This is an optimization exercise on Yosys and OpenROAD, whose aim is small area, a short achievable clock period and few clock cycles per item, not a production implementation.
No run shown here included a check of the RTL's function; only the layout flow was run.

==> flow/design.v (outline; a module is shown in full before it is edited, if it fits) <==
// module ptpd_axis: 199 lines
// module ptpd_ctrl: 117 lines
// module ptpd_pd_term: 633 lines
// module ptpd_conv1: 317 lines
// module ptpd_conv2: 122 lines
// module pan_tilt_pd_tracker: 116 lines
module pan_tilt_pd_tracker (
	input  logic                                    clk,
	input  logic                                    arst_n,
	input  logic                                    cfg_we,
	input  logic [ptpd_pkg::CFG_IDX_BITS-1:0]       cfg_index,
	input  logic [ptpd_pkg::CFG_DATA_BITS-1:0]      cfg_data,
	input  logic                                    in_valid,
	output logic                                    in_ready,
	input  logic signed [ptpd_pkg::ERROR_BITS-1:0]  pan_pixel_error,
	input  logic signed [ptpd_pkg::ERROR_BITS-1:0]  tilt_pixel_error,
	input  logic                                    target_seen,
	input  logic [ptpd_pkg::AGE_BITS-1:0]           link_age_ms,
	input  logic                                    stop_press,
	output logic                                    out_valid,
	input  logic                                    out_ready,
	output logic [ptpd_pkg::PULSE_BITS-1:0]         pan_pulse_us,
	output logic [ptpd_pkg::PULSE_BITS-1:0]         tilt_pulse_us,
	output logic                                    tracking_active,
	output logic                                    drive_enabled
);
  // ...
==> flow/flow/run.sh <==
#!/bin/bash
set -euo pipefail
MARGIN=6.6
sed -i '/SETUP_SLACK_MARGIN/d' config.mk
echo "export SETUP_SLACK_MARGIN = ${MARGIN}" >> config.mk
bash standard.sh synth > synth.log 2>&1
R=orfs/results/${FLOW_PLATFORM}/pan_tilt_pd_tracker/base
cp $R/1_2_yosys.v yosys_netlist_orig.v
python3 flow/fapol.py yosys_netlist_orig.v $R/1_2_yosys.v > fapol.log 2>&1
rm -f $R/1_synth.odb $R/1_synth.sdc
bash standard.sh > standard.log 2>&1
==> flow/flow/fapol.py <==
#!/usr/bin/env python3
"""Remove inverters around full adders in a Yosys netlist.

A full adder is self-dual: FA(~a, ~b, ~c) = (~cout, ~sum). Where an adder's
inputs mostly come through inverters, or its outputs mostly feed
inverters, the adder is turned to work on the other polarity, which drops
those inverters. Only combinational cells change; registers, ports and
every other cell are left as they are.

usage: fapol.py IN.v OUT.v
"""
import re
import sys
from collections import defaultdict

FA = "sky130_fd_sc_hd__fa_1"
INV_TYPES = re.compile(r"^sky130_fd_sc_hd__(inv|clkinv)_\d+$")
NEW_INV = "sky130_fd_sc_hd__inv_1"

src = open(sys.argv[1]).read()
m = re.search(r"^module\s.*?;\n", src, re.S | re.M)
head_end = m.end()
end = src.rindex("endmodule")
body = src[head_end:end]

cell_re = re.compile(r"^\s*(sky130_fd_sc_hd__\w+)\s+(\S+)\s*\((.*?)\);\s*$", re.S | re.M)
pin_re = re.compile(r"\.(\w+)\(\s*(.*?)\s*\)\s*(?:,|$)", re.S)

decls = []
cells = {}
order = []
pos = 0
other = []
for cm in cell_re.finditer(body):
    other.append(body[pos:cm.start()])
    pos = cm.end()
    typ, name, pins = cm.group(1), cm.group(2), cm.group(3)
    pm = {}
    for p, n in pin_re.findall(pins):
        pm[p] = " ".join(n.split())
    cells[name] = [typ, pm]
    order.append(name)
other.append(body[pos:])
rest = "".join(other)
# anything but cells (wire/input/output declarations, assigns) is kept as is
if re.search(r"\bassign\b", rest):
    ext_assign = set(" ".join(x.split()) for x in re.findall(r"[\\\w][^=;,{}]*", " ".join(re.findall(r"assign\s+(.*?);", rest, re.S))))
else:
    ext_assign = set()

OUTS = {"X", "Y", "Q", "Q_N", "SUM", "COUT", "HI", "LO"}


def is_out(typ, p):
    return p in OUTS


drv = {}
loads = defaultdict(set)
for name, (typ, pm) in cells.items():
    for p, n in pm.items():
        if is_out(typ, p):
            drv[n] = (name, p)
        else:
            loads[n].add((name, p))

# nets seen by the outside: ports and names in assigns
ports = set()
for d in re.findall(r"^\s*(?:input|output|inout)\s+(?:\[[^\]]*\]\s*)?(.*?);", src, re.M):
    ports.add(" ".join(d.split()))


def external(n):
    base = n.split(" [")[0].strip()
    return n in ports or base in ports or n in ext_assign or base in ext_assign or "'" in n


nid = [0]


def new_net():
    nid[0] += 1
    return f"_fapol{nid[0]}_"


new_wires = []


def is_inv(name):
    return name in cells and INV_TYPES.match(cells[name][0]) is not None


def inv_src(n):
    d = drv.get(n)
    if d and is_inv(d[0]):
        return cells[d[0]][1]["A"]
    return None


def inv_of(n):
    """An existing inverter output for net n, if any."""
    for (c, p) in loads.get(n, ()):
        if is_inv(c) and p == "A":
            return cells[c][1]["Y"]
    return None


def gain(fa):
    typ, pm = cells[fa]
    g = 0
    for p in ("A", "B", "CIN"):
        n = pm[p]
        s = inv_src(n)
        if s is not None:
            if len(loads[n]) == 1 and not external(n):
                g += 1
        elif inv_of(n) is None:
            g -= 1
    for p in ("COUT", "SUM"):
        n = pm[p]
        ls = loads.get(n, set())
        invs = [c for (c, q) in ls if is_inv(c)]
        others = [x for x in ls if not is_inv(x[0])]
        g += len(invs)
        if others or external(n):
            g -= 1
    return g


def set_pin(c, p, n):
    old = cells[c][1][p]
    loads[old].discard((c, p))
    cells[c][1][p] = n
    loads[n].add((c, p))


def remove_cell(c):
    typ, pm = cells.pop(c)
    for p, n in pm.items():
        if is_out(typ, p):
            drv.pop(n, None)
        else:
            loads[n].discard((c, p))


def add_inv(a, y):
    name = f"_fapolc{nid[0]}_"
    nid[0] += 1
    cells[name] = [NEW_INV, {"A": a, "Y": y}]
    order.append(name)
    drv[y] = (name, "Y")
    loads[a].add((name, "A"))


def flip(fa):
    typ, pm = cells[fa]
    for p in ("A", "B", "CIN"):
        n = pm[p]
        s = inv_src(n)
        if s is not None:
            set_pin(fa, p, s)
            if not loads[n] and not external(n):
                remove_cell(drv[n][0])
        else:
            z = inv_of(n)
            if z is None:
                z = new_net()
                new_wires.append(z)
                add_inv(n, z)
            set_pin(fa, p, z)
    for p in ("COUT", "SUM"):
        n = pm[p]
        nn = new_net()
        new_wires.append(nn)
        drv.pop(n, None)
        cells[fa][1][p] = nn
        drv[nn] = (fa, p)
        ls = list(loads.get(n, set()))
        for (c, q) in ls:
            if c in cells and is_inv(c):
                y = cells[c][1]["Y"]
                if external(y):
                    # keep the net name: drive it from a buffer-free rename is
                    # not possible, so leave this inverter as a double one
                    continue
                for (c2, q2) in list(loads.get(y, set())):
                    set_pin(c2, q2, nn)
                remove_cell(c)
        rest_loads = [x for x in loads.get(n, set())]
        if rest_loads or external(n):
            add_inv(nn, n)


changed = True
flips = 0
while changed:
    changed = False
    for fa in [c for c in order if c in cells and cells[c][0] == FA]:
        if gain(fa) > 0:
            flip(fa)
            flips += 1
            changed = True

# half adders with an output nobody reads become a single gate; a carry
# read only through inverters becomes a nand
HA = "sky130_fd_sc_hd__ha_1"
trims = 0
for c in [x for x in order if x in cells and cells[x][0] == HA]:
    pm = cells[c][1]
    s_n, c_n = pm["SUM"], pm["COUT"]
    s_used = bool(loads.get(s_n)) or external(s_n)
    c_used = bool(loads.get(c_n)) or external(c_n)
    a, b = pm["A"], pm["B"]
    if not s_used:
        ls = list(loads.get(c_n, set()))
        if c_used and not external(c_n) and all(is_inv(x) for (x, q) in ls):
            ys = [cells[x][1]["Y"] for (x, q) in ls]
            if any(external(y) for y in ys[1:]):
                continue
            remove_cell(c)
            y0 = ys[0]
            for (x, q) in ls:
                y = cells[x][1]["Y"]
                remove_cell(x)
                if y != y0:
                    for (c2, q2) in list(loads.get(y, set())):
                        set_pin(c2, q2, y0)
            cells[c] = ["sky130_fd_sc_hd__nand2_1", {"A": a, "B": b, "Y": y0}]
            loads[a].add((c, "A"))
            loads[b].add((c, "B"))
            drv[y0] = (c, "Y")
            trims += 1
        elif c_used:
            remove_cell(c)
            cells[c] = ["sky130_fd_sc_hd__and2_0", {"A": a, "B": b, "X": c_n}]
            loads[a].add((c, "A"))
            loads[b].add((c, "B"))
            drv[c_n] = (c, "X")
            trims += 1
    elif not c_used:
        remove_cell(c)
        cells[c] = ["sky130_fd_sc_hd__xor2_1", {"A": a, "B": b, "X": s_n}]
        loads[a].add((c, "A"))
        loads[b].add((c, "B"))
        drv[s_n] = (c, "X")
        trims += 1

out = [src[:head_end]]
out.append(rest.rstrip("\n") + "\n" if False else "")
# keep declarations, add new wires, then cells
decl_text = rest
out.append(decl_text.rstrip() + "\n")
for w in new_wires:
    out.append(f"  wire {w};\n")
for c in order:
    if c not in cells:
        continue
    typ, pm = cells[c]
    pins = ",\n".join(f"    .{p}({n} )" if n.startswith("\\") else f"    .{p}({n})" for p, n in pm.items())
    out.append(f"  {typ} {c} (\n{pins}\n  );\n")
out.append(src[end:])
open(sys.argv[2], "w").write("".join(out))
ninv = sum(1 for c in cells if is_inv(c))
sys.stderr.write(f"fapol: {flips} adders turned, {trims} half adders trimmed, {ninv} inverters left\n")
==> flow/standard.sh <==
#!/bin/bash
# synth_recipe.tcl (not shown) runs the flow's synth.tcl, then flattens the netlist and writes it again
# the make line also repeats each setting of config.mk as NAME=value (left out here)
make -C /OpenROAD-flow-scripts/flow DESIGN_CONFIG=/design/flow/config.mk WORK_HOME=/design/flow/orfs CLKGATE_MAP_FILE= SYNTH_SCRIPT=/design/flow/synth_recipe.tcl "${@:-finish}"
==> flow/config.mk <==
export PLATFORM = sky130hd
export DESIGN_NAME = pan_tilt_pd_tracker
export DESIGN_NICKNAME = pan_tilt_pd_tracker
export VERILOG_FILES = /design/flow/design.v
export SDC_FILE = /design/flow/constraint.sdc
export NUM_CORES = 4
export LEC_CHECK = 0
export CAP_MARGIN = 20
export CORE_MARGIN = 2
export CORE_UTILIZATION = 70
export CTS_BUF_LIST = sky130_fd_sc_hd__clkbuf_4 sky130_fd_sc_hd__clkbuf_8
export CTS_CLUSTER_SIZE = 30
export SLEW_MARGIN = 20
export SETUP_SLACK_MARGIN = 6.6
==> flow/constraint.sdc <==
create_clock -name core_clock -period 11.0 [get_ports {clk}]
set_input_delay 2.2000 -clock core_clock [delete_from_list [all_inputs] [get_ports {clk}]]
set_output_delay 2.2000 -clock core_clock [all_outputs]
set_load 0.01 [all_outputs]
==> notes.md, run 1 <==
* Outcome: finished clean
* M1 wire length at 51.8 mm
* Clock skew after layout at 0.0496 ns
* Die Wd at around 280 microns
* Root buf cell: clkbuf_8
* Vias per cell at 6.12
* Fillers at 5106
* H-tree depth at 3
* Placement Setup Slack at roughly 5.1 ns
* Minimum clock period after layout at 4.78 ns
* Worst endpoint required time at 11.45 ns
* TritonCTS clock tree: done
* Hold WC Path Type: flop to flop
* Met3 Use GR at approximately 6.8%
* Diodes inserted at 1
* Die H at 280 microns
* Gr usage total at 32.6%
* Mapped Nets at 6019
* Global-route wire length before repair at roughly 200 mm
* Worst skew pair latency at 0.71 ns
* GRT Max-Usage Layer: met2
* R2r endpoint: u_tilt.cp4_q
* Grt met1 use at 44.8%
* Worst Hold End: u_ctrl.trk2_q
* Largest net degree at the start of global routing at between 90 and 100
* Hold path depth at 0
* Sequential cell area share at 26.8%
* Pre-Repair DR Iteration Count at 6
* Vias at about 37000
* F_max at about 0.21 GHz
==> module ptpd_axis, before the edit <==
module ptpd_axis #(
	parameter bit NEG = 1'b0
) (
	input  logic                                    clk,
	input  logic                                    arst_n,
	input  logic                                    acc,
	input  logic                                    en,
	input  logic                                    track_now,
	input  logic                                    halt_now,
	input  logic                                    upd,
	input  logic signed [ptpd_pkg::ERROR_BITS-1:0]  err,
	input  logic [ptpd_pkg::GAIN_BITS:0]            gain_pd,
	input  logic [ptpd_pkg::GAIN_BITS-1:0]          gain_d,
	input  logic [ptpd_pkg::DEG_BITS-1:0]           angle_floor,
	input  logic [ptpd_pkg::DEG_BITS-1:0]           angle_ceiling,
	output logic [ptpd_pkg::PULSE_BITS-1:0]         pulse
);
	localparam int EB = ptpd_pkg::ERROR_BITS;
	localparam int ND = EB / 2;
	localparam int AB = ptpd_pkg::ANGLE_BITS;
	localparam int FB = ptpd_pkg::FRAC_BITS;
	localparam int DB = ptpd_pkg::DEG_BITS;
	localparam int TB = ptpd_pkg::DELTA_BITS;
	function automatic logic [3*ND-1:0] booth(input logic [EB-1:0] x, input logic flip);
		logic [EB:0]   xx;
		logic [ND-1:0] neg, one, two;
		xx = {x, 1'b0};
		for (int k = 0; k < ND; k++) begin
			one[k] = xx[2*k+1] ^ xx[2*k];
			two[k] = (xx[2*k+2] & ~xx[2*k+1] & ~xx[2*k]) | (~xx[2*k+2] & xx[2*k+1] & xx[2*k]);
			neg[k] = flip ? (~xx[2*k+2] & (xx[2*k+1] | xx[2*k]))
				: (xx[2*k+2] & ~(xx[2*k+1] & xx[2*k]));
		end
		booth = {neg, one, two};
	endfunction
	logic [EB-1:0]   prev_raw_q;
	logic            prev_sat_q;
	logic            prev_trk_q;
	logic [ND-1:0]   e_neg_q, e_one_q, e_two_q;
	logic [ND-1:0]   p_neg_q, p_one_q, p_two_q;
	logic [TB-1:0]   x1_q;
	logic [TB-1:0]   y1_q;
	logic            c1_q;
	logic [AB-1:0]   angle_q;
	logic [12:0]     xv3_q, yv3_q;
	logic            cv3_q;
	logic [11:0]     k3_q;
	logic [11:0]     xp4_q, yp4_q;
	logic            cp4_q;
	logic            sat;
	logic [ND-1:0]   e_neg, e_one, e_two;
	logic [ND-1:0]   p_neg, p_one, p_two;
	logic [TB-1:0]   x_now;
	logic [TB-1:0]   y_now;
	logic            c_now;
	logic [12:0]     xv_now, yv_now;
	logic            cv_now;
	logic [12:0]     v4;
	logic [11:0]     xp_now, yp_now;
	logic            cp_now;
	assign sat = NEG && (err == {1'b1, {(EB-1){1'b0}}});
	always_comb begin
		{e_neg, e_one, e_two} = booth(err, NEG);
		if (sat) begin
			e_neg[0] = 1'b1;
			e_one[0] = 1'b1;
		end
		{p_neg, p_one, p_two} = booth(prev_raw_q, !NEG);
		if (prev_sat_q) begin
			p_neg[0] = 1'b0;
			p_one[0] = 1'b1;
		end
		e_one = e_one & {ND{track_now}};
		e_two = e_two & {ND{track_now}};
		p_one = p_one & {ND{prev_trk_q && track_now}};
		p_two = p_two & {ND{prev_trk_q && track_now}};
	end
	always_ff @(posedge clk or negedge arst_n) begin
		if (!arst_n) begin
			prev_trk_q <= 1'b0;
		end else if (acc && !halt_now) begin
			prev_trk_q <= track_now;
		end
	end
	always_ff @(posedge clk) begin
		if (acc && !halt_now) begin
			prev_raw_q <= err;
			prev_sat_q <= sat;
		end
	end
	always_ff @(posedge clk) begin
		if (acc) begin
			e_neg_q <= e_neg;
			e_one_q <= e_one;
			e_two_q <= e_two;
			p_neg_q <= p_neg;
			p_one_q <= p_one;
			p_two_q <= p_two;
		end
	end
	ptpd_pd_term u_term (
		.e_neg (e_neg_q),
		.e_one (e_one_q),
		.e_two (e_two_q),
		.p_neg (p_neg_q),
		.p_one (p_one_q),
		.p_two (p_two_q),
		.gpd   (gain_pd),
		.gd    (gain_d),
		.xs    (x_now),
		.ys    (y_now),
		.c     (c_now)
	);
	always_ff @(posedge clk) begin
		if (en) begin
			x1_q <= x_now;
			y1_q <= y_now;
			c1_q <= c_now;
		end
	end
	localparam int SB = AB + 3;
	localparam logic [SB-1:0] NBIAS = -(SB'(1) << (TB - 1));
	logic [SB-1:0] a_ext;
	logic [SB-1:0] x_ext;
	logic [SB-1:0] y_ext;
	logic [SB-1:0] p2;
	logic [SB-1:0] q2;
	logic [SB-1:0] c_ext;
	logic [SB-1:0] nlo_ext;
	logic [SB-1:0] nhi_ext;
	logic [SB-1:0] s;
	logic [SB-1:0] s_lo;
	logic [SB-1:0] s_hi;
	logic          below;
	logic          above;
	logic [AB-1:0] a_new;
	assign a_ext   = SB'(angle_q);
	assign x_ext   = SB'(x1_q);
	assign y_ext   = SB'(y1_q);
	assign p2      = a_ext ^ x_ext ^ y_ext;
	assign q2      = ((a_ext & x_ext) | (a_ext & y_ext) | (x_ext & y_ext)) << 1;
	assign c_ext   = SB'(c1_q);
	assign nlo_ext = ~{3'b000, angle_floor, {FB{1'b0}}} + NBIAS + SB'(1);
	assign nhi_ext = ~{3'b000, angle_ceiling, {FB{1'b0}}} + NBIAS;
	assign s       = c_ext + p2 + q2 + NBIAS;
	assign s_lo    = nlo_ext + p2 + q2 + c_ext;
	assign s_hi    = nhi_ext + q2 + p2 + c_ext;
	assign below   = s_lo[SB-1];
	assign above   = !s_hi[SB-1];
	always_comb begin
		if (angle_floor > angle_ceiling) begin
			a_new = {angle_ceiling, {FB{1'b0}}};
		end else if (below) begin
			a_new = {angle_floor, {FB{1'b0}}};
		end else if (above) begin
			a_new = {angle_ceiling, {FB{1'b0}}};
		end else begin
			a_new = s[AB-1:0];
		end
	end
	always_ff @(posedge clk or negedge arst_n) begin
		if (!arst_n) begin
			angle_q <= {ptpd_pkg::RST_ANGLE_DEG, {FB{1'b0}}};
		end else if (upd) begin
			angle_q <= a_new;
		end
	end
	ptpd_conv1 u_conv1 (
		.dg (angle_q[AB-1:FB]),
		.fr (angle_q[FB-1:0]),
		.xs (xv_now),
		.ys (yv_now),
		.c  (cv_now)
	);
	always_ff @(posedge clk) begin
		if (en) begin
			xv3_q  <= xv_now;
			yv3_q  <= yv_now;
			cv3_q  <= cv_now;
			k3_q   <= 12'd500 + 12'(angle_q[AB-1:FB]) * 12'd11;
		end
	end
	assign v4 = xv3_q + yv3_q + 13'(cv3_q);
	ptpd_conv2 u_conv2 (
		.v  (v4),
		.k  (k3_q),
		.xs (xp_now),
		.ys (yp_now),
		.c  (cp_now)
	);
	always_ff @(posedge clk) begin
		if (en) begin
			xp4_q <= xp_now;
			yp4_q <= yp_now;
			cp4_q <= cp_now;
		end
	end
	assign pulse = xp4_q + yp4_q + 12'(cp4_q);
endmodule
==> module ptpd_ctrl, before the edit <==
module ptpd_ctrl (
	input  logic                              clk,
	input  logic                              arst_n,
	input  logic                              in_valid,
	output logic                              in_ready,
	output logic                              out_valid,
	input  logic                              out_ready,
	input  logic                              stop_press,
	input  logic                              track_ok,
	input  logic [ptpd_pkg::PULSE_BITS-1:0]   pan_new,
	input  logic [ptpd_pkg::PULSE_BITS-1:0]   tilt_new,
	output logic                              acc,
	output logic                              en,
	output logic                              halt_now,
	output logic                              track_now,
	output logic                              upd,
	output logic [ptpd_pkg::PULSE_BITS-1:0]   pan_pulse_us,
	output logic [ptpd_pkg::PULSE_BITS-1:0]   tilt_pulse_us,
	output logic                              tracking_active,
	output logic                              drive_enabled
);
	localparam int PB = ptpd_pkg::PULSE_BITS;
	logic halt_q;
	logic v0_q, v1_q, v2_q, v3_q, v4_q;
	logic trk0_q, trk1_q, trk2_q, trk3_q, trk4_q;
	logic hlt0_q, hlt1_q, hlt2_q, hlt3_q, hlt4_q;
	logic out_v_q, sk_v_q;
	logic in_ready_q;
	logic hs;
	logic [2*PB+1:0] res_new;
	logic [2*PB+1:0] out_q;
	logic [2*PB+1:0] sk_q;
	assign in_ready  = in_ready_q;
	assign out_valid = out_v_q;
	assign acc       = in_valid && in_ready_q;
	assign hs        = out_v_q && out_ready;
	assign en        = !sk_v_q;
	assign halt_now  = halt_q || stop_press;
	assign track_now = !halt_now && track_ok;
	assign upd       = en && v1_q && !hlt1_q;
	always_ff @(posedge clk or negedge arst_n) begin
		if (!arst_n) begin
			halt_q <= 1'b0;
		end else if (acc) begin
			halt_q <= halt_now;
		end
	end
	always_ff @(posedge clk or negedge arst_n) begin
		if (!arst_n) begin
			v0_q <= 1'b0;
			v1_q <= 1'b0;
			v2_q <= 1'b0;
			v3_q <= 1'b0;
			v4_q <= 1'b0;
		end else if (en) begin
			v0_q <= acc;
			v1_q <= v0_q;
			v2_q <= v1_q;
			v3_q <= v2_q;
			v4_q <= v3_q;
		end
	end
	always_ff @(posedge clk) begin
		if (acc) begin
			trk0_q <= track_now;
			hlt0_q <= halt_now;
		end
		if (en) begin
			trk1_q <= trk0_q;
			hlt1_q <= hlt0_q;
			trk2_q <= trk1_q;
			hlt2_q <= hlt1_q;
			trk3_q <= trk2_q;
			hlt3_q <= hlt2_q;
			trk4_q <= trk3_q;
			hlt4_q <= hlt3_q;
		end
	end
	assign res_new = {pan_new, tilt_new, trk4_q, !hlt4_q};
	always_ff @(posedge clk or negedge arst_n) begin
		if (!arst_n) begin
			out_v_q <= 1'b0;
			sk_v_q  <= 1'b0;
		end else if (sk_v_q) begin
			if (hs) begin
				sk_v_q <= 1'b0;
			end
		end else if (out_v_q && !out_ready) begin
			sk_v_q <= v4_q;
		end else begin
			out_v_q <= v4_q;
		end
	end
	always_ff @(posedge clk or negedge arst_n) begin
		if (!arst_n) begin
			in_ready_q <= 1'b1;
		end else if (sk_v_q) begin
			if (hs) begin
				in_ready_q <= 1'b1;
			end
		end else if (out_v_q && !out_ready) begin
			in_ready_q <= !v4_q;
		end
	end
	always_ff @(posedge clk) begin
		if (!out_v_q || hs) begin
			out_q <= sk_v_q ? sk_q : res_new;
		end
		if (en) begin
			sk_q <= res_new;
		end
	end
	assign pan_pulse_us    = out_q[2*PB+1:PB+2];
	assign tilt_pulse_us   = out_q[PB+1:2];
	assign tracking_active = out_q[1];
	assign drive_enabled   = out_q[0];
endmodule
==> module pan_tilt_pd_tracker, before the edit <==
module pan_tilt_pd_tracker (
	input  logic                                    clk,
	input  logic                                    arst_n,
	input  logic                                    cfg_we,
	input  logic [ptpd_pkg::CFG_IDX_BITS-1:0]       cfg_index,
	input  logic [ptpd_pkg::CFG_DATA_BITS-1:0]      cfg_data,
	input  logic                                    in_valid,
	output logic                                    in_ready,
	input  logic signed [ptpd_pkg::ERROR_BITS-1:0]  pan_pixel_error,
	input  logic signed [ptpd_pkg::ERROR_BITS-1:0]  tilt_pixel_error,
	input  logic                                    target_seen,
	input  logic [ptpd_pkg::AGE_BITS-1:0]           link_age_ms,
	input  logic                                    stop_press,
	output logic                                    out_valid,
	input  logic                                    out_ready,
	output logic [ptpd_pkg::PULSE_BITS-1:0]         pan_pulse_us,
	output logic [ptpd_pkg::PULSE_BITS-1:0]         tilt_pulse_us,
	output logic                                    tracking_active,
	output logic                                    drive_enabled
);
	localparam int EB = ptpd_pkg::ERROR_BITS;
	logic [ptpd_pkg::GAIN_BITS-1:0] gain_p_pan_q;
	logic [ptpd_pkg::GAIN_BITS-1:0] gain_d_pan_q;
	logic [ptpd_pkg::GAIN_BITS-1:0] gain_p_tilt_q;
	logic [ptpd_pkg::GAIN_BITS-1:0] gain_d_tilt_q;
	logic [ptpd_pkg::GAIN_BITS:0]   gain_pd_pan_q;
	logic [ptpd_pkg::GAIN_BITS:0]   gain_pd_tilt_q;
	logic [ptpd_pkg::AGE_BITS-1:0]  timeout_q;
	logic [ptpd_pkg::DEG_BITS-1:0]  floor_q;
	logic [ptpd_pkg::DEG_BITS-1:0]  ceiling_q;
	always_ff @(posedge clk or negedge arst_n) begin
		if (!arst_n) begin
			gain_pd_pan_q  <= {1'b0, ptpd_pkg::RST_GAIN_P_PAN} + {1'b0, ptpd_pkg::RST_GAIN_D_PAN};
			gain_pd_tilt_q <= {1'b0, ptpd_pkg::RST_GAIN_P_TILT} + {1'b0, ptpd_pkg::RST_GAIN_D_TILT};
		end else begin
			gain_pd_pan_q  <= {1'b0, gain_p_pan_q} + {1'b0, gain_d_pan_q};
			gain_pd_tilt_q <= {1'b0, gain_p_tilt_q} + {1'b0, gain_d_tilt_q};
		end
	end
	always_ff @(posedge clk or negedge arst_n) begin
		if (!arst_n) begin
			gain_p_pan_q  <= ptpd_pkg::RST_GAIN_P_PAN;
			gain_d_pan_q  <= ptpd_pkg::RST_GAIN_D_PAN;
			gain_p_tilt_q <= ptpd_pkg::RST_GAIN_P_TILT;
			gain_d_tilt_q <= ptpd_pkg::RST_GAIN_D_TILT;
			timeout_q     <= ptpd_pkg::RST_TIMEOUT;
			floor_q       <= ptpd_pkg::RST_FLOOR;
			ceiling_q     <= ptpd_pkg::RST_CEILING;
		end else if (cfg_we) begin
			case (cfg_index)
				3'd0: gain_p_pan_q  <= cfg_data;
				3'd1: gain_d_pan_q  <= cfg_data;
				3'd2: gain_p_tilt_q <= cfg_data;
				3'd3: gain_d_tilt_q <= cfg_data;
				3'd4: timeout_q     <= cfg_data;
				3'd5: floor_q       <= cfg_data[ptpd_pkg::DEG_BITS-1:0];
				3'd6: ceiling_q     <= cfg_data[ptpd_pkg::DEG_BITS-1:0];
				default: ;
			endcase
		end
	end
	logic acc, en, halt_now, track_now, upd, track_ok;
	logic [ptpd_pkg::PULSE_BITS-1:0] pan_new, tilt_new;
	assign track_ok = target_seen && (link_age_ms <= timeout_q);
	ptpd_ctrl u_ctrl (
		.clk             (clk),
		.arst_n          (arst_n),
		.in_valid        (in_valid),
		.in_ready        (in_ready),
		.out_valid       (out_valid),
		.out_ready       (out_ready),
		.stop_press      (stop_press),
		.track_ok        (track_ok),
		.pan_new         (pan_new),
		.tilt_new        (tilt_new),
		.acc             (acc),
		.en              (en),
		.halt_now        (halt_now),
		.track_now       (track_now),
		.upd             (upd),
		.pan_pulse_us    (pan_pulse_us),
		.tilt_pulse_us   (tilt_pulse_us),
		.tracking_active (tracking_active),
		.drive_enabled   (drive_enabled)
	);
	ptpd_axis #(.NEG(1'b1)) u_pan (
		.clk           (clk),
		.arst_n        (arst_n),
		.acc           (acc),
		.en            (en),
		.track_now     (track_now),
		.halt_now      (halt_now),
		.upd           (upd),
		.err           (pan_pixel_error),
		.gain_pd       (gain_pd_pan_q),
		.gain_d        (gain_d_pan_q),
		.angle_floor   (floor_q),
		.angle_ceiling (ceiling_q),
		.pulse         (pan_new)
	);
	ptpd_axis #(.NEG(1'b0)) u_tilt (
		.clk           (clk),
		.arst_n        (arst_n),
		.acc           (acc),
		.en            (en),
		.track_now     (track_now),
		.halt_now      (halt_now),
		.upd           (upd),
		.err           (tilt_pixel_error),
		.gain_pd       (gain_pd_tilt_q),
		.gain_d        (gain_d_tilt_q),
		.angle_floor   (floor_q),
		.angle_ceiling (ceiling_q),
		.pulse         (tilt_new)
	);
endmodule
==> run 2, diff against run 1 <==
--- a/flow/design.v
+++ b/flow/design.v
@@ -29,2 +29,3 @@
 	input  logic                                    track_now,
+	input  logic                                    track_s0,
 	input  logic                                    halt_now,
@@ -93,6 +94,4 @@
 		end
-		e_one = e_one & {ND{track_now}};
-		e_two = e_two & {ND{track_now}};
-		p_one = p_one & {ND{prev_trk_q && track_now}};
-		p_two = p_two & {ND{prev_trk_q && track_now}};
+		p_one = p_one & {ND{prev_trk_q}};
+		p_two = p_two & {ND{prev_trk_q}};
 	end
@@ -128,4 +127,4 @@
 		.p_two (p_two_q),
-		.gpd   (gain_pd),
-		.gd    (gain_d),
+		.gpd   (gain_pd & {(ptpd_pkg::GAIN_BITS+1){track_s0}}),
+		.gd    (gain_d & {ptpd_pkg::GAIN_BITS{track_s0}}),
 		.xs    (x_now),
@@ -235,2 +234,3 @@
 	output logic                              track_now,
+	output logic                              track_s0,
 	output logic                              upd,
@@ -259,2 +259,3 @@
 	assign track_now = !halt_now && track_ok;
+	assign track_s0  = trk0_q;
 	assign upd       = en && v1_q && !hlt1_q;
@@ -1470,3 +1471,3 @@
 	end
-	logic acc, en, halt_now, track_now, upd, track_ok;
+	logic acc, en, halt_now, track_now, track_s0, upd, track_ok;
 	logic [ptpd_pkg::PULSE_BITS-1:0] pan_new, tilt_new;
@@ -1488,2 +1489,3 @@
 		.track_now       (track_now),
+		.track_s0        (track_s0),
 		.upd             (upd),
@@ -1500,2 +1502,3 @@
 		.track_now     (track_now),
+		.track_s0      (track_s0),
 		.halt_now      (halt_now),
@@ -1515,2 +1518,3 @@
 		.track_now     (track_now),
+		.track_s0      (track_s0),
 		.halt_now      (halt_now),
==> run 2 against run 1 <==
  * Still clean
  * Largest cell class unchanged
  * Register-to-register slack got worse by 0.12 ns
  * Via count increased by 4.0%
  * Non-clock buffer count decreased by 2
  * First-iteration DRC count increased by 24%
  * Synthesized area increased by 3.4%
  * Final cell count increased by 6.3%
  * Clock skew increased by 0.0018 ns
==> notes.md, run 2 <==
* Outcome: finished clean (unchanged)
* CP Class: flop to flop (unchanged)
* Final Hold Viols at 0 (unchanged)
* Top Registers: u_ctrl.out_q (26), u_ctrl.sk_q (26) (unchanged)
* Clock skew after layout at 0.0514 ns (was 0.0496 ns)
* Cells after Synth at 5182 (was 4833)
* IO Pins at 94 (unchanged)
* R2R cell count at 22 (was 16)
* Post-route ant nets at 0 (unchanged)
* Gr usage total at 33.0% (was 32.6%)
* Initial Utilization at 70.3% (was 70.5%)
* WL per Instance at 20.9 microns (was 21.0 microns)
* Clock Path Buffers at 3 (unchanged)
* Slew HR at 29.1% (was 34.9%)
* Syn Area/Cell at 10.7 sq um (was 11.1 sq um)
* Die H at 285 microns (was 280 microns)
* Vias at 38100 (was 36600)
* Hold WC Path Type: flop to flop (unchanged)
* Total clock sinks at 559 (unchanged)
* Mapped Nets at 6370 (was 6019)
* Worst Setup End Kind: flop (unchanged)
* Most common cell after layout, fill and taps aside: inv_1 (unchanged)
* Global-route wire length before repair at 211 mm (was 201 mm)
* Hold path depth at 0 (unchanged)
* Fin nets at 6418 (was 6106)
* Critical path's most frequent cell: o21ai_2
* RSZ-0062 raised after global routing: true (unchanged)
* Die Wd at 285 microns (was 280 microns)
* Commonest non-fill, non-tap cells in the layout: inv_1 (651), fa_1 (611), nand2_1 (586) (was inv_1 (625), fa_1 (615), ha_1 (496))
* Area Growth Syn to Fin at 9.34% (was 9.68%)
* DR iter-0 viols at 3061 (was 2468)
* Number of global-route vias before repair at 39100 (was 37800)
* H-tree depth at 3 (unchanged)
* I/O Buffers at 93 (unchanged)
* TritonCTS clock tree: done (unchanged)
* Setup violators final at 0 (unchanged)
* Core area at 0.0786 sq mm (was 0.0758 sq mm)
* Pre-Repair DR Iteration Count at 6 (unchanged)
* Post-CTS Hold Fix Bufs at 0 (unchanged)
* Slew @ Worst Pin at 1.06 ns (was 0.976 ns)
* Crit share post-route at 44.5% (was 43.5%)
* Worst Path Arrival at 5.34 ns (was 5.24 ns)
* Final TNS setup at 0 ns (unchanged)
* Worst skew pair latency at 0.73 ns (was 0.71 ns)
* Clock-pin transition on the worst setup and hold timing paths at 0.06 ns (about the same)
* Layout cells sized above 1 at 11.7% (was 12.2%)
* Detail Placement HPWL at 97.7 mm (was 94.2 mm)
* Total CTS buffers at 95 (unchanged)
* CP Max Fanout at 5 (unchanged)
* GPL Wtd Cong at 0.918 (was 0.929)
* Vias per cell at 5.98 (was 6.12)
* DRC viols at 0 (unchanged)
* Crit-path slowest cell: fa_1 (unchanged)
* Initial antenna violation count at 1 (was 3)
* Largest net degree at the start of global routing at 172 (was 97)
* Critical Path Source Type: flop (unchanged)
* Worst endpoint required time at 11.44 ns (was 11.45 ns)
* F_max at 0.204 GHz (was 0.209 GHz)
* Full die area at 0.0812 sq mm (was 0.0786 sq mm)
* Post-synthesis cell area at 0.0553 sq mm (was 0.0535 sq mm)
* Peak per-stage delay on the critical path at 0.56 ns (was 0.55 ns)
* Slew Viols, Final at 0 (unchanged)
* Total wire length at 133 mm (was 126 mm)
* Root buf cell: clkbuf_8 (unchanged)
* Max cap viols at 0 (unchanged)
* Synth warn at 4 (unchanged)
* Minimum clock period after layout at 4.90 ns (was 4.78 ns)
* Critical path cell sequence: fa_2 -> fa_2 -> inv_2 -> nor2b_1 -> o21ai_2 -> a21boi_2 -> o21ai_2 -> a21oi_2 -> o2111ai_2 -> buf_4 -> nand3b_1 -> xor2_4 -> buf_6 -> buf_6 -> xnor2_2 -> fa_1 -> ha_4 -> a21o_1 -> a21oi_4 -> o21ai_2 -> a2111oi_4 -> o21ai_1 (was fa_2 -> a21o_1 -> a21oi_2 -> nor2b_1 -> o41ai_2 -> o21bai_1 -> xnor2_2 -> inv_1 -> fa_1 -> fa_1 -> ha_1 -> a2111oi_2 -> o21ai_1 -> a211o_1 -> a21oi_2 -> o21ai_1)
* Core Rows at 103 (was 101)
* Total grt overflow at 0 (unchanged)
[run 2: cell count changes in the layout (fill, tap and decap cells not counted), moves of 12 or more]
cell	previous run	this run
a21oi_1	154	113
a22o_1	2	377
and3_1	22	10
inv_1	625	651
a22oi_1	369	4
nor3_1	47	30
nand2_1	229	586
o21ai_0	119	136
nor2_1	139	102
[run 2: metal layers]
metal,part of all wire (%),vias to the layer above,global-route usage [%]
met5,0,-,0
met4,3.1,0,10.2
met3,8.8,298,6.98
met2,46,1590,52.7
met1,42,18700,45.7
li1,-,17500,-
[run 2: final cells by class]
| type | instances | area, sq um |
|---|---|---|
| inverter | 671 | 2540 |
| fill | 5421 | 18200 |
| clock inverter | 41 | 407 |
| sequential | 559 | 15700 |
| multi-input combinational | 3670 | 36500 |
| timing repair buffer | 233 | 2270 |
| tap | 1050 | 1310 |
| clock buffer | 136 | 1700 |
| antenna | 1 | 2.50 |
[run 2: critical path: cells and delay by family (launching register included)]
family,cells,cell delay (ns)
compound gates,10,1.62
flops,1,0.40
xor+xnor,2,0.39
simple gates,2,0.23
buf+inv,4,0.46
fa+ha+maj,4,1.54
[run 2: timing repair]
action	4_1_cts	5_1_grt
gates resized for setup	65	58
setup buffers	63	45
setup endpoints to repair	73	43
cloned	4	3
pin swaps	50	36
[run 2: final timing paths]
| path | from | slack, ns | end |
|---|---|---|---|
| min in group asynchronous | arst_n | 1.35 | u_tilt.angle_q[2] |
| min reg2reg | u_ctrl.trk2_q | 0.42 | u_ctrl.trk3_q |
| max in group asynchronous | arst_n | 8.29 | gain_pd_pan_q[4] |
| max | u_pan.xv3_q[0] | 6.10 | u_pan.cp4_q |
| min | u_ctrl.trk2_q | 0.42 | u_ctrl.trk3_q |
| max reg2reg | u_pan.xv3_q[0] | 6.10 | u_pan.cp4_q |
[run 2: stage by stage]
| step | instances | setup WS (ns) | hold WS, ns | utilization (%) | area (sq um) |
|---|---|---|---|---|---|
| final | 6361 | 6.10 | 0.418 | 76.9 | 60400 |
| after detailed placement | 6067 | 5.72 | 0.407 | 72.2 | 56700 |
| after floorplan | 5182 | 6.37 | 0.400 | - | 55300 |
| after global routing | 6361 | 5.94 | 0.431 | 76.9 | 60400 |
| after CTS | 6311 | 6.32 | 0.420 | 76.0 | 59800 |
| after global placement | 6066 | 5.79 | 0.402 | 72.1 | 56700 |
==> run 3, diff against run 2 <==
--- a/flow/design.v
+++ b/flow/design.v
@@ -29,3 +29,3 @@
 	input  logic                                    track_now,
-	input  logic                                    track_s0,
+	input  logic                                    track_s1,
 	input  logic                                    halt_now,
@@ -127,4 +127,4 @@
 		.p_two (p_two_q),
-		.gpd   (gain_pd & {(ptpd_pkg::GAIN_BITS+1){track_s0}}),
-		.gd    (gain_d & {ptpd_pkg::GAIN_BITS{track_s0}}),
+		.gpd   (gain_pd),
+		.gd    (gain_d),
 		.xs    (x_now),
@@ -157,7 +157,7 @@
 	assign a_ext   = SB'(angle_q);
-	assign x_ext   = SB'(x1_q);
-	assign y_ext   = SB'(y1_q);
+	assign x_ext   = SB'(track_s1 ? x1_q : TB'(1) << (TB - 1));
+	assign y_ext   = SB'(y1_q & {TB{track_s1}});
 	assign p2      = a_ext ^ x_ext ^ y_ext;
 	assign q2      = ((a_ext & x_ext) | (a_ext & y_ext) | (x_ext & y_ext)) << 1;
-	assign c_ext   = SB'(c1_q);
+	assign c_ext   = SB'(c1_q && track_s1);
 	assign nlo_ext = ~{3'b000, angle_floor, {FB{1'b0}}} + NBIAS + SB'(1);
@@ -234,3 +234,3 @@
 	output logic                              track_now,
-	output logic                              track_s0,
+	output logic                              track_s1,
 	output logic                              upd,
@@ -259,3 +259,3 @@
 	assign track_now = !halt_now && track_ok;
-	assign track_s0  = trk0_q;
+	assign track_s1  = trk1_q;
 	assign upd       = en && v1_q && !hlt1_q;
@@ -1471,3 +1471,3 @@
 	end
-	logic acc, en, halt_now, track_now, track_s0, upd, track_ok;
+	logic acc, en, halt_now, track_now, track_s1, upd, track_ok;
 	logic [ptpd_pkg::PULSE_BITS-1:0] pan_new, tilt_new;
@@ -1489,3 +1489,3 @@
 		.track_now       (track_now),
-		.track_s0        (track_s0),
+		.track_s1        (track_s1),
 		.upd             (upd),
@@ -1502,3 +1502,3 @@
 		.track_now     (track_now),
-		.track_s0      (track_s0),
+		.track_s1      (track_s1),
 		.halt_now      (halt_now),
@@ -1518,3 +1518,3 @@
 		.track_now     (track_now),
-		.track_s0      (track_s0),
+		.track_s1      (track_s1),
 		.halt_now      (halt_now),
==> run 3 against run 2 <==
  * Register-to-register slack got worse by 0.16 ns
  * Via count is 2.8% lower
  * Setup slack lost 0.16 ns
  * Non-clock buffer count fell by 14
  * Synthesized area shrank 2.2%
  * Largest cell class unchanged
==> notes.md, run 3 <==
* Outcome: finished clean (unchanged)
* IO Pins at 94 (unchanged)
* Area occupied by multi-input gates at 0.0355 sq mm (was 0.0365 sq mm)
* Commonest non-fill, non-tap cells in the layout: inv_1 (627), fa_1 (619), ha_1 (492) (was inv_1 (651), fa_1 (611), nand2_1 (586))
* Root buf cell: clkbuf_8 (unchanged)
* Final Hold Viols at 0 (unchanged)
* Total wire length at 126 mm (was 133 mm)
* Full die area at 0.0795 sq mm (was 0.0812 sq mm)
* Global-route wire length before repair at 200 mm (was 211 mm)
* Fillers at 5077 (was 5421)
* Crit share post-route at 46.0% (was 44.5%)
* Detail Placement HPWL at 94.3 mm (was 97.7 mm)
* Total CTS buffers at 95 (unchanged)
* Finished Layout Cells at 6109 (was 6361)
* Initial Utilization at 71.0% (was 70.3%)
* Slew @ Worst Pin at 1.16 ns (was 1.06 ns)
* Core Rows at 101 (was 103)
* Final TNS setup at 0 ns (unchanged)
* CP Max Fanout at 4 (was 5)
* Hold path startpoint: u_ctrl.trk3_q (was u_ctrl.trk2_q)
* Vias per cell at 6.05 (was 5.98)
* Setup violators final at 0 (unchanged)
* Total clock sinks at 559 (unchanged)
* Hold WC Path Type: flop to flop (unchanged)
* Slew Viols, Final at 0 (unchanged)
* Layout cells sized above 1 at 11.5% (was 11.7%)
* CP Class: flop to flop (unchanged)
* Vias at 37000 (was 38100)
* WL per Instance at 20.7 microns (was 20.9 microns)
* DP Cell Count at 5826 (was 6067)
* Seq. cell area at 0.0157 sq mm (about the same)
* Clock-pin transition on the worst setup and hold timing paths at 0.07 ns (was 0.06 ns)
* Fin nets at 6187 (was 6418)
* GPL Wtd Cong at 0.961 (was 0.918)
* Core area at 0.0762 sq mm (was 0.0786 sq mm)
* Worst Setup End Kind: flop (unchanged)
* Post-route ant nets at 0 (unchanged)
* R2R cell count at 20 (was 22)
* RSZ-0062 raised after global routing: true (unchanged)
* Worst skew pair latency at 0.74 ns (was 0.73 ns)
* DRC viols at 0 (unchanged)
* Cells after Synth at 4936 (was 5182)
* Most common cell after layout, fill and taps aside: inv_1 (unchanged)
* H-tree depth at 3 (unchanged)
* Worst Path Arrival at 5.52 ns (was 5.34 ns)
* Worst Hold End: u_ctrl.trk4_q (was u_ctrl.trk3_q)
* R2R Setup Slk at 5.94 ns (was 6.10 ns)
* Slew HR at 22.8% (was 29.1%)
* Synth warn at 4 (unchanged)
* Area Growth Syn to Fin at 9.19% (was 9.34%)
* I/O Buffers at 93 (unchanged)
* Die Wd at 282 microns (was 285 microns)
* Die H at 282 microns (was 285 microns)
* Worst endpoint required time at 11.46 ns (was 11.44 ns)
* Syn Area/Cell at 11.0 sq um (was 10.7 sq um)
* Gr usage total at 32.2% (was 33.0%)
* DR iter-0 viols at 3180 (was 3061)
* Clock skew after layout at 0.0439 ns (was 0.0514 ns)
* Initial antenna violation count at 3 (was 1)
* Number of global-route vias before repair at 37800 (was 39100)
* Final Instance Area at 0.0590 sq mm (was 0.0604 sq mm)
* F_max at 0.198 GHz (was 0.204 GHz)
* Largest net degree at the start of global routing at 139 (was 172)
* Minimum clock period after layout at 5.06 ns (was 4.90 ns)
* Post-DP Area at 0.0556 sq mm (was 0.0567 sq mm)
* Post-synthesis cell area at 0.0541 sq mm (was 0.0553 sq mm)
* Hold path depth at 0 (unchanged)
* TritonCTS clock tree: done (unchanged)
* Max cap viols at 0 (unchanged)
* Reg2reg start: u_pan.xv3_q[0] (unchanged)
* Top Registers: u_ctrl.out_q (26), u_ctrl.sk_q (26) (unchanged)
* Pre-Repair DR Iteration Count at 8 (was 6)
* R2r endpoint: u_pan.cp4_q (unchanged)
* Post-CTS Hold Fix Bufs at 0 (unchanged)
* Total grt overflow at 0 (unchanged)
* Mapped Nets at 6126 (was 6370)
* Critical Path Source Type: flop (unchanged)
* Clock Path Buffers at 3 (unchanged)
-- run 3: critical path: stages, from the launching register on --
cell and delay (ns):
edfxtp_1 0.41, fa_2 0.42, a21o_1 0.18, a21oi_2 0.17, nor2b_1 0.09, o41ai_2 0.42
o21ai_2 0.13, o41ai_4 0.38, buf_4 0.18, xnor2_1 0.22, inv_1 0.13, xnor2_1 0.23
fa_1 0.45, ha_1 0.32, a21oi_1 0.14, o22ai_1 0.09, o21ai_1 0.14, nand2b_1 0.09
a2111oi_2 0.28, o41ai_1 0.13, a31o_2 0.21
-- run 3: stage by stage --
| step | setup slack [ns] | util [%] | hold slack, ns |
|---|---|---|---|
| 2_1_floorplan | 6.04 | - | 0.400 |
| 3_3_place_gp | 5.74 | 72.9 | 0.402 |
| 3_5_place_dp | 5.65 | 72.9 | 0.407 |
| 4_1_cts | 5.96 | 76.5 | 0.412 |
| 5_1_grt | 5.65 | 77.5 | 0.424 |
| 6_report | 5.94 | 77.5 | 0.419 |
-- run 3: worst max-delay path by stage --
| stage | cells after the start | slack (ns) | to | startpoint |
|---|---|---|---|---|
| detailed placement | 22 | 5.65 | u_pan.cp4_q | u_pan.xv3_q[0] |
| global route | 20 | 5.65 | u_pan.cp4_q | u_pan.xv3_q[0] |
| finish | 20 | 5.94 | u_pan.cp4_q | u_pan.xv3_q[0] |
| floorplan | 22 | 6.04 | u_pan.cp4_q | u_pan.xv3_q[0] |
| CTS | 22 | 5.96 | u_pan.cp4_q | u_pan.xv3_q[0] |
| global placement | 22 | 5.74 | u_pan.cp4_q | u_pan.xv3_q[0] |
-- run 3: cell type report --
type / count / share of cell area (%)
repair buffers: 219 / 3.43
multi-input cells: 3466 / 60.1
inverters: 656 / 4.23
well taps: 1030 / 2.18
clock inverters: 49 / 0.793
flip-flops and latches: 559 / 26.6
diodes: 1 / 0.00424
clock buffers: 129 / 2.71
-- run 3: timing repair --
action	4_1_cts	5_1_grt
endpoints found under the setup margin	87	78
resized for setup	36	91
pin swaps	22	34
buffers inserted	66	37
gates cloned	0	1
-- run 3: routing by layer --
metal  vias up  global-route usage, %  wire, microns
met4         0                   9.62           3210
met1     18300                   44.5          52500
met5         -                      0              0
li1      16900                      -              -
met2      1594                   51.4          59400
met3       274                   7.13          11300

port drivers added, routing unchanged:
No port has a modelled driver above. Below, the same layouts with a new extraction and two added sets of constraints. Step 1 assumes that a clkbuf_16 drives the clock port and a buf_2 every other input. Step 2 moves the port delays by t, midway between the first and last clock arrival at a register: inputs arrive t later, outputs are due t later. That takes back most of the time a late clock gives input paths. a / b / c = ideal / step 1 / step 2; a / b = the first two.
run | t (ns) | slack for setup (ns) | worst data-port slew with drivers (ns)
run 1 | 0.754 | 6.217 / 6.217 / 6.001 | 0.07
run 2 | 0.770 | 6.100 / 6.100 / 6.100 | 0.04
run 3 | 0.784 | 5.943 / 5.943 / 5.943 | 0.05
After both steps every run listed still meets setup and hold. For run 1, which loses most, drivers alone change the setup slack by 0.000 ns; drivers and shift together by -0.216 ns.
